This is an optimization exercise on Yosys and OpenROAD, whose aim is small area, a short achievable clock period and few clock cycles per item, not a production implementation. Function was checked by simulation only, so behaviour that the tests miss may differ from the original.

==> inputs of run D <==
==> flow/design.v <==
module vec_normalize (
  input  logic               clk,
  input  logic               rst,
  input  logic               in_valid,
  output logic               in_ready,
  input  logic signed [27:0] real_1,
  input  logic signed [27:0] imag_1,
  input  logic signed [27:0] real_2,
  input  logic signed [27:0] imag_2,
  input  logic signed [55:0] norm_in,
  output logic               out_valid,
  input  logic               out_ready,
  output logic signed [27:0] q_real_1,
  output logic signed [27:0] q_imag_1,
  output logic signed [27:0] q_real_2,
  output logic signed [27:0] q_imag_2,
  output logic               div_zero,
  output logic               sat
);
  logic [1:0]  sidx;       
  logic [1:0]  ycnt;       
  logic        acc;        
  logic [27:0] s_x;
  logic [36:0] y;          
  logic        y_sg;
  logic [27:0] xsel, a;
  logic [45:0] m;          
  logic        yok, load;
  always_comb begin
    case (sidx)
      2'd0: xsel = real_1;
      2'd1: xsel = imag_1;
      2'd2: xsel = real_2;
      default: xsel = imag_2;
    endcase
  end
  assign a = s_x ^ {28{s_x[27]}};
  assign m = {y, 9'd0} + {2'd0, y, 7'd0} - {5'd0, y, 4'd0} + {9'd0, y};
  assign in_ready = acc & ~rst;
  assign yok = in_valid & ~acc & ycnt[1];
  always_ff @(posedge clk) begin
    s_x  <= xsel;
    y    <= {a, 9'd0} + {a, 7'd0} - {a, 4'd0} + a + (s_x[27] ? 37'd625 : 37'd0);
    y_sg <= s_x[27];
    if (rst) begin
      sidx <= '0;
      ycnt <= '0;
      acc  <= 1'b0;
    end else begin
      if (acc) begin
        if (in_valid) begin
          acc  <= 1'b0;
          ycnt <= '0;
        end
      end else if (load) begin
        sidx <= sidx + 2'd1;
        ycnt <= '0;
        if (sidx == 2'd3) acc <= 1'b1;
      end else if (!in_valid) begin
        ycnt <= '0;
      end else if (!ycnt[1]) begin
        ycnt <= ycnt + 2'd1;
      end
    end
  end
  logic        run, fin;
  logic [4:0]  j;          
  logic [52:0] r;          
  logic [8:0]  l;          
  logic [15:0] qp, qn;     
  logic        nz, c_sg, c_sat;
  logic [53:0] nrm;
  logic        big, dz;
  logic [54:0] sm;         
  logic [53:0] t, d;
  logic        bw, ge, z3, z8, sk3, sk8, stp, last, satd, blocked, wr;
  logic [15:0] qp_n, qn_n;
  logic        nz_n;
  assign t = {r, l[8]};
  assign {bw, d} = {1'b0, t} - {1'b0, nrm};
  assign ge = ~bw & ~big;
  always_comb begin
    sm[54] = big;
    for (int i = 53; i >= 0; i--) sm[i] = sm[i+1] | nrm[i];
  end
  always_comb begin
    z3 = 1'b1;
    z8 = 1'b1;
    for (int i = 0; i < 53; i++) begin
      if (i + 4 <= 54) begin
        if (r[i] & ~sm[i+4]) z3 = 1'b0;
      end else if (r[i]) z3 = 1'b0;
      if (i + 9 <= 54) begin
        if (r[i] & ~sm[i+9]) z8 = 1'b0;
      end else if (r[i]) z8 = 1'b0;
    end
  end
  assign sk8  = (j >= 5'd7) & z8;
  assign sk3  = ~sk8 & (j >= 5'd2) & z3;
  assign stp  = ~sk8 & ~sk3;
  assign last = run & ((sk8 & j == 5'd7) | (sk3 & j == 5'd2) | (stp & j == 5'd0));
  assign satd = run & stp & (j == 5'd16) & ge;
  assign blocked = out_valid & ~out_ready;
  assign wr   = (last | fin) & ~blocked;
  assign load = yok & ((~run & ~fin) | wr);
  always_comb begin
    qp_n = qp;
    qn_n = qn;
    nz_n = nz;
    if (run) begin
      if (sk8) begin
        qp_n = {qp[7:0], 8'd0};
        qn_n = {qn[7:0], 8'd0};
      end else if (sk3) begin
        qp_n = {qp[12:0], 3'd0};
        qn_n = {qn[12:0], 3'd0};
      end else begin
        qp_n = {qp[14:0], ge};
        qn_n = ge ? {~qp[14:0], 1'b1} : {qn[14:0], 1'b0};
        nz_n = nz | ge;
      end
    end
  end
  always_ff @(posedge clk) begin
    if (run) begin
      if (sk8) begin
        r <= {r[44:0], l[8:1]};
        l <= {l[0], 8'd0};
        j <= j - 5'd8;
      end else if (sk3) begin
        r <= {r[49:0], l[8:6]};
        l <= {l[5:0], 3'd0};
        j <= j - 5'd3;
      end else begin
        r <= ge ? d[52:0] : t[52:0];
        l <= {l[7:0], 1'b0};
        j <= j - 5'd1;
      end
      qp <= qp_n;
      qn <= qn_n;
      nz <= nz_n;
    end
    if (satd) c_sat <= 1'b1;
    if (load) begin
      r     <= {7'd0, m[45:9]};
      l     <= m[8:0];
      j     <= 5'd16;
      nz    <= 1'b0;
      c_sg  <= y_sg;
      c_sat <= 1'b0;
      if (sidx == 2'd0) begin
        nrm <= norm_in[53:0];
        big <= norm_in[55] | norm_in[54] | (norm_in == '0);
        dz  <= norm_in[55] | (norm_in == '0);
      end
    end
    if (rst) begin
      run <= 1'b0;
      fin <= 1'b0;
    end else if (load) begin
      run <= 1'b1;
      fin <= 1'b0;
    end else begin
      if (run & (last | satd)) run <= 1'b0;
      fin <= (fin & blocked) | satd | (last & blocked);
    end
  end
  logic [3:0][16:0] ob;
  logic [1:0]       widx;
  logic             ov, osat, odz;
  logic [16:0]      wdat;
  always_comb begin
    if (c_sat) wdat = c_sg ? {1'b1, 16'h0001} : {1'b0, 16'hffff};
    else       wdat = c_sg ? {nz_n, qn_n} : {1'b0, qp_n};
  end
  always_ff @(posedge clk) begin
    if (wr) begin
      ob[widx] <= wdat;
      odz      <= dz;
      osat     <= (widx != 2'd0 & osat) | c_sat;
    end
    if (rst) begin
      widx <= '0;
      ov   <= 1'b0;
    end else begin
      if (wr) widx <= widx + 2'd1;
      ov <= (wr & widx == 2'd3) | blocked;
    end
  end
  assign out_valid = ov;
  assign q_real_1  = {{11{ob[0][16]}}, ob[0]};
  assign q_imag_1  = {{11{ob[1][16]}}, ob[1]};
  assign q_real_2  = {{11{ob[2][16]}}, ob[2]};
  assign q_imag_2  = {{11{ob[3][16]}}, ob[3]};
  assign div_zero  = odz;
  assign sat       = osat;
endmodule
==> flow/run.sh <==
#!/bin/bash
# synth_recipe.tcl (not shown) runs the flow's synth.tcl, then flattens the netlist and writes it again
# the make line also repeats each setting of config.mk as NAME=value (left out here)
make -C /OpenROAD-flow-scripts/flow DESIGN_CONFIG=/design/flow/config.mk WORK_HOME=/design/flow/orfs CLKGATE_MAP_FILE= SYNTH_SCRIPT=/design/flow/synth_recipe.tcl finish
==> flow/config.mk <==
export PLATFORM = sky130hd
export DESIGN_NAME = vec_normalize
export DESIGN_NICKNAME = vec_normalize
export VERILOG_FILES = /design/flow/design.v
export SDC_FILE = /design/flow/constraint.sdc
export NUM_CORES = 4
export LEC_CHECK = 0
export CAP_MARGIN = 20
export CORE_MARGIN = 2
export CORE_UTILIZATION = 40
export SLEW_MARGIN = 20
==> flow/constraint.sdc <==
create_clock -name core_clock -period 11.0 [get_ports {clk}]
set_input_delay 2.2000 -clock core_clock [delete_from_list [all_inputs] [get_ports {clk}]]
set_output_delay 2.2000 -clock core_clock [all_outputs]
set_load 0.01 [all_outputs]
==> run C: changes against run D <==
==> flow/design.v, changed modules only <==
module vec_normalize (
  input  logic               clk,
  input  logic               rst,
  input  logic               in_valid,
  output logic               in_ready,
  input  logic signed [27:0] real_1,
  input  logic signed [27:0] imag_1,
  input  logic signed [27:0] real_2,
  input  logic signed [27:0] imag_2,
  input  logic signed [55:0] norm_in,
  output logic               out_valid,
  input  logic               out_ready,
  output logic signed [27:0] q_real_1,
  output logic signed [27:0] q_imag_1,
  output logic signed [27:0] q_real_2,
  output logic signed [27:0] q_imag_2,
  output logic               div_zero,
  output logic               sat
);
  function automatic logic [56:0] bk_add(input logic [55:0] a, input logic [55:0] b, input logic ci);
    logic [56:0] g, p, c;
    logic [55:0] s;
    g = {a & b, ci};
    p = {a ^ b, 1'b0};
    for (int l = 0; l < 6; l++)
      for (int i = 0; i <= 56; i++)
        if (((i + 1) % (2 << l)) == 0 && i >= (1 << l)) begin
          g[i] = g[i] | (p[i] & g[i - (1 << l)]);
          p[i] = p[i] & p[i - (1 << l)];
        end
    for (int l = 5; l >= 0; l--)
      for (int i = 0; i <= 56; i++)
        if (((i + 1) % (2 << l)) == (1 << l) && i >= (2 << l))
          g[i] = g[i] | (p[i] & g[i - (1 << l)]);
    s = a ^ b ^ g[55:0];
    bk_add = {g[56], s};
  endfunction
  logic [1:0]  sidx;       
  logic [1:0]  ycnt;       
  logic        acc;        
  logic [26:0] s_a;        
  logic        s_sg;
  logic [45:0] ys, yc;     
  logic        y_sg;
  logic [27:0] xsel;
  logic [55:0] c1s, c1c, c2s, c2c, c3s, c3c, c4s, c4c, c5s, c5c;
  logic [55:0] op0, op1, op2, op3, op4, op5, op6;
  logic [56:0] msum;       
  logic        yok, load;
  always_comb begin
    case (sidx)
      2'd0: xsel = real_1;
      2'd1: xsel = imag_1;
      2'd2: xsel = real_2;
      default: xsel = imag_2;
    endcase
  end
  always_comb begin
    op0 = {29'd0, s_a} << 19;
    op1 = ~({29'd0, s_a} << 17);
    op2 = ~({29'd0, s_a} << 11);
    op3 = ~({29'd0, s_a} << 9);
    op4 = ~({29'd0, s_a} << 5);
    op5 = {29'd0, s_a};
    op6 = 56'd4 + (s_sg ? 56'd390625 : 56'd0);
    c1s = op0 ^ op1 ^ op2;
    c1c = ((op0 & op1) | (op0 & op2) | (op1 & op2)) << 1;
    c2s = op3 ^ op4 ^ op5;
    c2c = ((op3 & op4) | (op3 & op5) | (op4 & op5)) << 1;
    c3s = c1s ^ c1c ^ c2s;
    c3c = ((c1s & c1c) | (c1s & c2s) | (c1c & c2s)) << 1;
    c4s = c2c ^ op6 ^ c3s;
    c4c = ((c2c & op6) | (c2c & c3s) | (op6 & c3s)) << 1;
    c5s = c3c ^ c4s ^ c4c;
    c5c = ((c3c & c4s) | (c3c & c4c) | (c4s & c4c)) << 1;
  end
  assign msum = bk_add({10'd0, ys}, {10'd0, yc}, 1'b0);
  assign in_ready = acc;
  assign yok = in_valid & ~acc & ycnt[1];
  always_ff @(posedge clk) begin
    s_a  <= xsel[26:0] ^ {27{xsel[27]}};
    s_sg <= xsel[27];
    ys   <= c5s[45:0];
    yc   <= c5c[45:0];
    y_sg <= s_sg;
    if (rst) begin
      sidx <= '0;
      ycnt <= '0;
      acc  <= 1'b0;
    end else begin
      if (acc) begin
        if (in_valid) begin
          acc  <= 1'b0;
          ycnt <= '0;
        end
      end else if (load) begin
        sidx <= sidx + 2'd1;
        ycnt <= '0;
        if (sidx == 2'd3) acc <= 1'b1;
      end else if (!in_valid) begin
        ycnt <= '0;
      end else if (!ycnt[1]) begin
        ycnt <= ycnt + 2'd1;
      end
    end
  end
  logic        run, fin;
  logic [4:0]  j;          
  logic [52:0] r;          
  logic [8:0]  l;          
  logic [15:0] qp, qn;     
  logic        nz, c_sg, c_sat;
  logic [53:0] nrm;
  logic        big, dz;
  logic [54:0] sm;         
  logic [53:0] t, d;
  logic [56:0] dsum;
  logic        ge, z3, z8, sk3, sk8, stp, last, satd, blocked, wr;
  logic [15:0] qp_n, qn_n;
  logic        nz_n;
  assign t = {r, l[8]};
  assign dsum = bk_add({2'd0, t}, {2'b11, ~nrm}, 1'b1);
  assign d = dsum[53:0];
  assign ge = ~dsum[55] & ~big;    
  always_comb begin
    logic [54:0] v;
    v = {big, nrm};
    for (int l = 0; l < 6; l++)
      for (int i = 0; i <= 54; i++)
        if (((54 - i) >> l) % 2 == 1) v[i] = v[i] | v[54 - (((54 - i) >> l) << l) + 1];
    sm = v;
  end
  always_comb begin
    z3 = 1'b1;
    z8 = 1'b1;
    for (int i = 0; i < 53; i++) begin
      if (i + 4 <= 54) begin
        if (r[i] & ~sm[i+4]) z3 = 1'b0;
      end else if (r[i]) z3 = 1'b0;
      if (i + 9 <= 54) begin
        if (r[i] & ~sm[i+9]) z8 = 1'b0;
      end else if (r[i]) z8 = 1'b0;
    end
  end
  assign sk8  = (j >= 5'd7) & z8;
  assign sk3  = ~sk8 & (j >= 5'd2) & z3;
  assign stp  = ~sk8 & ~sk3;
  assign last = run & ((sk8 & j == 5'd7) | (sk3 & j == 5'd2) | (stp & j == 5'd0));
  assign satd = run & stp & (j == 5'd16) & ge;
  assign blocked = out_valid & ~out_ready;
  assign wr   = (last | fin) & ~blocked;
  assign load = yok & ((~run & ~fin) | wr);
  always_comb begin
    qp_n = qp;
    qn_n = qn;
    nz_n = nz;
    if (run) begin
      if (sk8) begin
        qp_n = {qp[7:0], 8'd0};
        qn_n = {qn[7:0], 8'd0};
      end else if (sk3) begin
        qp_n = {qp[12:0], 3'd0};
        qn_n = {qn[12:0], 3'd0};
      end else begin
        qp_n = {qp[14:0], ge};
        qn_n = ge ? {~qp[14:0], 1'b1} : {qn[14:0], 1'b0};
        nz_n = nz | ge;
      end
    end
  end
  always_ff @(posedge clk) begin
    if (load) begin
      r <= {7'd0, msum[45:9]};
      l <= msum[8:0];
      j <= 5'd16;
    end else if (sk8) begin
      r <= {r[44:0], l[8:1]};
      l <= {l[0], 8'd0};
      j <= j - 5'd8;
    end else if (sk3) begin
      r <= {r[49:0], l[8:6]};
      l <= {l[5:0], 3'd0};
      j <= j - 5'd3;
    end else begin
      r <= ge ? d[52:0] : t[52:0];
      l <= {l[7:0], 1'b0};
      j <= j - 5'd1;
    end
    qp <= qp_n;
    qn <= qn_n;
    nz <= load ? 1'b0 : nz_n;
    if (satd) c_sat <= 1'b1;
    if (load) begin
      c_sg  <= y_sg;
      c_sat <= 1'b0;
      if (sidx == 2'd0) begin
        nrm <= norm_in[53:0];
        big <= norm_in[55] | norm_in[54] | (norm_in == '0);
        dz  <= norm_in[55] | (norm_in == '0);
      end
    end
    if (rst) begin
      run <= 1'b0;
      fin <= 1'b0;
    end else if (load) begin
      run <= 1'b1;
      fin <= 1'b0;
    end else begin
      if (run & (last | satd)) run <= 1'b0;
      fin <= (fin & blocked) | satd | (last & blocked);
    end
  end
  logic [3:0][16:0] ob;
  logic [1:0]       widx;
  logic             ov, osat, odz;
  logic [16:0]      wdat;
  always_comb begin
    if (c_sat) wdat = c_sg ? {1'b1, 16'h0001} : {1'b0, 16'hffff};
    else       wdat = c_sg ? {nz_n, qn_n} : {1'b0, qp_n};
  end
  always_ff @(posedge clk) begin
    if (wr) begin
      ob[widx] <= wdat;
      odz      <= dz;
      osat     <= (widx != 2'd0 & osat) | c_sat;
    end
    if (rst) begin
      widx <= '0;
      ov   <= 1'b0;
    end else begin
      if (wr) widx <= widx + 2'd1;
      ov <= (wr & widx == 2'd3) | blocked;
    end
  end
  assign out_valid = ov;
  assign q_real_1  = {{11{ob[0][16]}}, ob[0]};
  assign q_imag_1  = {{11{ob[1][16]}}, ob[1]};
  assign q_real_2  = {{11{ob[2][16]}}, ob[2]};
  assign q_imag_2  = {{11{ob[3][16]}}, ob[3]};
  assign div_zero  = odz;
  assign sat       = osat;
endmodule
==> run X: changes against run D <==
==> flow/design.v, changed modules only <==
module vec_normalize (
  input  logic               clk,
  input  logic               rst,
  input  logic               in_valid,
  output logic               in_ready,
  input  logic signed [27:0] real_1,
  input  logic signed [27:0] imag_1,
  input  logic signed [27:0] real_2,
  input  logic signed [27:0] imag_2,
  input  logic signed [55:0] norm_in,
  output logic               out_valid,
  input  logic               out_ready,
  output logic signed [27:0] q_real_1,
  output logic signed [27:0] q_imag_1,
  output logic signed [27:0] q_real_2,
  output logic signed [27:0] q_imag_2,
  output logic               div_zero,
  output logic               sat
);
  function automatic logic [56:0] bk_add(input logic [55:0] a, input logic [55:0] b, input logic ci);
    logic [56:0] g, p, c;
    logic [55:0] s;
    g = {a & b, ci};
    p = {a ^ b, 1'b0};
    for (int l = 0; l < 6; l++)
      for (int i = 0; i <= 56; i++)
        if (((i + 1) % (2 << l)) == 0 && i >= (1 << l)) begin
          g[i] = g[i] | (p[i] & g[i - (1 << l)]);
          p[i] = p[i] & p[i - (1 << l)];
        end
    for (int l = 5; l >= 0; l--)
      for (int i = 0; i <= 56; i++)
        if (((i + 1) % (2 << l)) == (1 << l) && i >= (2 << l))
          g[i] = g[i] | (p[i] & g[i - (1 << l)]);
    s = a ^ b ^ g[55:0];
    bk_add = {g[56], s};
  endfunction
  logic [1:0]  sidx;       
  logic [1:0]  ycnt;       
  logic        acc;        
  logic [26:0] s_a;        
  logic        s_sg;
  logic [45:0] ys, yc;     
  logic        y_sg;
  logic [27:0] xsel;
  logic [55:0] c1s, c1c, c2s, c2c, c3s, c3c, c4s, c4c, c5s, c5c;
  logic [55:0] op0, op1, op2, op3, op4, op5, op6;
  logic [56:0] msum;       
  logic        yok, load;
  always_comb begin
    case (sidx)
      2'd0: xsel = real_1;
      2'd1: xsel = imag_1;
      2'd2: xsel = real_2;
      default: xsel = imag_2;
    endcase
  end
  always_comb begin
    op0 = {29'd0, s_a} << 19;
    op1 = ~({29'd0, s_a} << 17);
    op2 = ~({29'd0, s_a} << 11);
    op3 = ~({29'd0, s_a} << 9);
    op4 = ~({29'd0, s_a} << 5);
    op5 = {29'd0, s_a};
    op6 = 56'd4 + (s_sg ? 56'd390625 : 56'd0);
    c1s = op0 ^ op1 ^ op2;
    c1c = ((op0 & op1) | (op0 & op2) | (op1 & op2)) << 1;
    c2s = op3 ^ op4 ^ op5;
    c2c = ((op3 & op4) | (op3 & op5) | (op4 & op5)) << 1;
    c3s = c1s ^ c1c ^ c2s;
    c3c = ((c1s & c1c) | (c1s & c2s) | (c1c & c2s)) << 1;
    c4s = c2c ^ op6 ^ c3s;
    c4c = ((c2c & op6) | (c2c & c3s) | (op6 & c3s)) << 1;
    c5s = c3c ^ c4s ^ c4c;
    c5c = ((c3c & c4s) | (c3c & c4c) | (c4s & c4c)) << 1;
  end
  assign msum = bk_add({10'd0, ys}, {10'd0, yc}, 1'b0);
  assign in_ready = acc;
  assign yok = in_valid & ~acc & ycnt[1];
  always_ff @(posedge clk) begin
    s_a  <= xsel[26:0] ^ {27{xsel[27]}};
    s_sg <= xsel[27];
    ys   <= c5s[45:0];
    yc   <= c5c[45:0];
    y_sg <= s_sg;
    if (rst) begin
      sidx <= '0;
      ycnt <= '0;
      acc  <= 1'b0;
    end else begin
      if (acc) begin
        if (in_valid) begin
          acc  <= 1'b0;
          ycnt <= '0;
        end
      end else if (load) begin
        sidx <= sidx + 2'd1;
        ycnt <= '0;
        if (sidx == 2'd3) acc <= 1'b1;
      end else if (!in_valid) begin
        ycnt <= '0;
      end else if (!ycnt[1]) begin
        ycnt <= ycnt + 2'd1;
      end
    end
  end
  logic        run, fin;
  logic [4:0]  j;          
  logic [52:0] r;          
  logic [8:0]  l;          
  logic [15:0] qp, qn;     
  logic        nz, c_sg, c_sat;
  logic [53:0] nrm;
  logic        big, dz;
  logic [54:0] sm;         
  logic [53:0] t, d;
  logic [56:0] dsum;
  logic        ge, z3, z8, sk3, sk8, stp, last, satd, blocked, wr;
  logic [15:0] qp_n, qn_n;
  logic        nz_n;
  assign t = {r, l[8]};
  assign dsum = bk_add({2'd0, t}, {2'b11, ~nrm}, 1'b1);
  assign d = dsum[53:0];
  assign ge = ~dsum[55] & ~big;    
  always_comb begin
    logic [54:0] v;
    v = {big, nrm};
    for (int l = 0; l < 6; l++)
      for (int i = 0; i <= 54; i++)
        if (((54 - i) >> l) % 2 == 1) v[i] = v[i] | v[54 - (((54 - i) >> l) << l) + 1];
    sm = v;
  end
  always_comb begin
    z3 = 1'b1;
    z8 = 1'b1;
    for (int i = 0; i < 53; i++) begin
      if (i + 4 <= 54) begin
        if (r[i] & ~sm[i+4]) z3 = 1'b0;
      end else if (r[i]) z3 = 1'b0;
      if (i + 9 <= 54) begin
        if (r[i] & ~sm[i+9]) z8 = 1'b0;
      end else if (r[i]) z8 = 1'b0;
    end
  end
  assign sk8  = (j >= 5'd7) & z8;
  assign sk3  = ~sk8 & (j >= 5'd2) & z3;
  assign stp  = ~sk8 & ~sk3;
  assign last = run & ((sk8 & j == 5'd7) | (sk3 & j == 5'd2) | (stp & j == 5'd0));
  assign satd = run & stp & (j == 5'd16) & ge;
  assign blocked = out_valid & ~out_ready;
  assign wr   = (last | fin) & ~blocked;
  assign load = yok & ((~run & ~fin) | wr);
  always_comb begin
    qp_n = qp;
    qn_n = qn;
    nz_n = nz;
    if (run) begin
      if (sk8) begin
        qp_n = {qp[7:0], 8'd0};
        qn_n = {qn[7:0], 8'd0};
      end else if (sk3) begin
        qp_n = {qp[12:0], 3'd0};
        qn_n = {qn[12:0], 3'd0};
      end else begin
        qp_n = {qp[14:0], ge};
        qn_n = ge ? {~qp[14:0], 1'b1} : {qn[14:0], 1'b0};
        nz_n = nz | ge;
      end
    end
  end
  always_ff @(posedge clk) begin
    if (load) begin
      r <= {7'd0, msum[45:9]};
      l <= msum[8:0];
      j <= 5'd16;
    end else if (sk8) begin
      r <= {r[44:0], l[8:1]};
      l <= {l[0], 8'd0};
      j <= j - 5'd8;
    end else if (sk3) begin
      r <= {r[49:0], l[8:6]};
      l <= {l[5:0], 3'd0};
      j <= j - 5'd3;
    end else begin
      r <= ge ? d[52:0] : t[52:0];
      l <= {l[7:0], 1'b0};
      j <= j - 5'd1;
    end
    qp <= qp_n;
    qn <= qn_n;
    nz <= load ? 1'b0 : nz_n;
    if (satd) c_sat <= 1'b1;
    if (load) begin
      c_sg  <= y_sg;
      c_sat <= 1'b0;
      if (sidx == 2'd0) begin
        nrm <= norm_in[53:0];
        big <= norm_in[55] | norm_in[54] | (norm_in == '0);
        dz  <= norm_in[55] | (norm_in == '0);
      end
    end
    if (rst) begin
      run <= 1'b0;
      fin <= 1'b0;
    end else if (load) begin
      run <= 1'b1;
      fin <= 1'b0;
    end else begin
      if (run & (last | satd)) run <= 1'b0;
      fin <= (fin & blocked) | satd | (last & blocked);
    end
  end
  logic [3:0][16:0] ob;
  logic [1:0]       widx;
  logic             ov, osat, odz;
  logic [16:0]      wdat;
  always_comb begin
    if (c_sat) wdat = c_sg ? {1'b1, 16'h0001} : {1'b0, 16'hffff};
    else       wdat = c_sg ? {nz_n, qn_n} : {1'b0, qp_n};
  end
  always_ff @(posedge clk) begin
    if (wr) begin
      ob[widx] <= wdat;
      odz      <= dz;
      osat     <= (widx != 2'd0 & osat) | c_sat;
    end
    if (rst) begin
      widx <= '0;
      ov   <= 1'b0;
    end else begin
      if (wr) widx <= widx + 2'd1;
      ov <= (wr & widx == 2'd3) | blocked;
    end
  end
  assign out_valid = ov;
  assign q_real_1  = {{11{ob[0][16]}}, ob[0]};
  assign q_imag_1  = {{11{ob[1][16]}}, ob[1]};
  assign q_real_2  = {{11{ob[2][16]}}, ob[2]};
  assign q_imag_2  = {{11{ob[3][16]}}, ob[3]};
  assign div_zero  = odz;
  assign sat       = osat;
endmodule
CORE_UTILIZATION = 65   (was 40)
PLACE_DENSITY = 0.75   (was default)
==> results.ini <==
[status]
status=no timing/DRC/antenna violations

[routing]
wirelength_um=64650
wl_met3_um=3837
wire_per_inst_um=20.73

[sta]
max_freq_mhz=188.1

[setup_path]
cp_slowest_cell=buf_4

[placed_design]
dpl.hpwl_um=49090
dp_slack_ps=5792

[synth]
avgSynthCellArea_um2=9.694
synth-compound-area-share=0.1814
synth-adder-area-share=0.2229

[cells_and_area]
multi_input_area_mm2=0.01311

(the above is from run X)
==> results.ini <==
[status]
status=no timing/DRC/antenna violations

[routing]
wire_per_inst_um=19.50

[cells_and_area]
multi_input_area_mm2=0.01311

[sta]
max_freq_mhz=185.1

[synth]
synth-compound-area-share=0.1814
avgSynthCellArea_um2=9.694
synth-adder-area-share=0.2229

[placed_design]
dpl.hpwl_um=52490

(the above is from run C)
==> results.ini <==
[placed_design]
dpl.hpwl_um=59100
dp_slack_ps=4913

[routing]
wire_per_inst_um=19.34

[status]
status=no timing/DRC/antenna violations

[sta]
max_freq_mhz=163.4

[setup_path]
cp_slowest_cell=dfxtp_2

(the above is from run D)
Testbench counts of run D, summed over its fixed seeds: cycles 17,328, items 512.
Testbench counts of run C, summed over its fixed seeds: cycles 17,328, items 512.
Testbench counts of run X, summed over its fixed seeds: cycles 17,328, items 512.

-- port drivers added, routing unchanged --
In the flow no input, the clock included, has a driving cell. The finished layouts below were timed again as built, in two steps.
Step 1 assumes that a clkbuf_16 drives the clock port and a buf_2 every other input.
Step 2, shift: input delay + t, output delay - t, t = (earliest + latest rising clock arrival at the registers) / 2. This alone moves slack from input paths to output paths.
Three values: no drivers, after step 1, after step 2; two values: the first two.
| run | t (ns) | slack for setup (ns) | clock arrival spread, ns | worst slew at a driven data input, ns |
|---|---|---|---|---|
| run D | 0.641 | 4.880 / 4.880 / 4.880 | 0.041 / 0.041 | 0.06 |
| run C | 0.641 | 5.599 / 5.599 / 5.599 | 0.034 / 0.034 | 0.06 |
| run X | 0.592 | 5.685 / 5.685 / 5.685 | 0.027 / 0.028 | 0.05 |
After both steps every run listed still meets setup and hold.
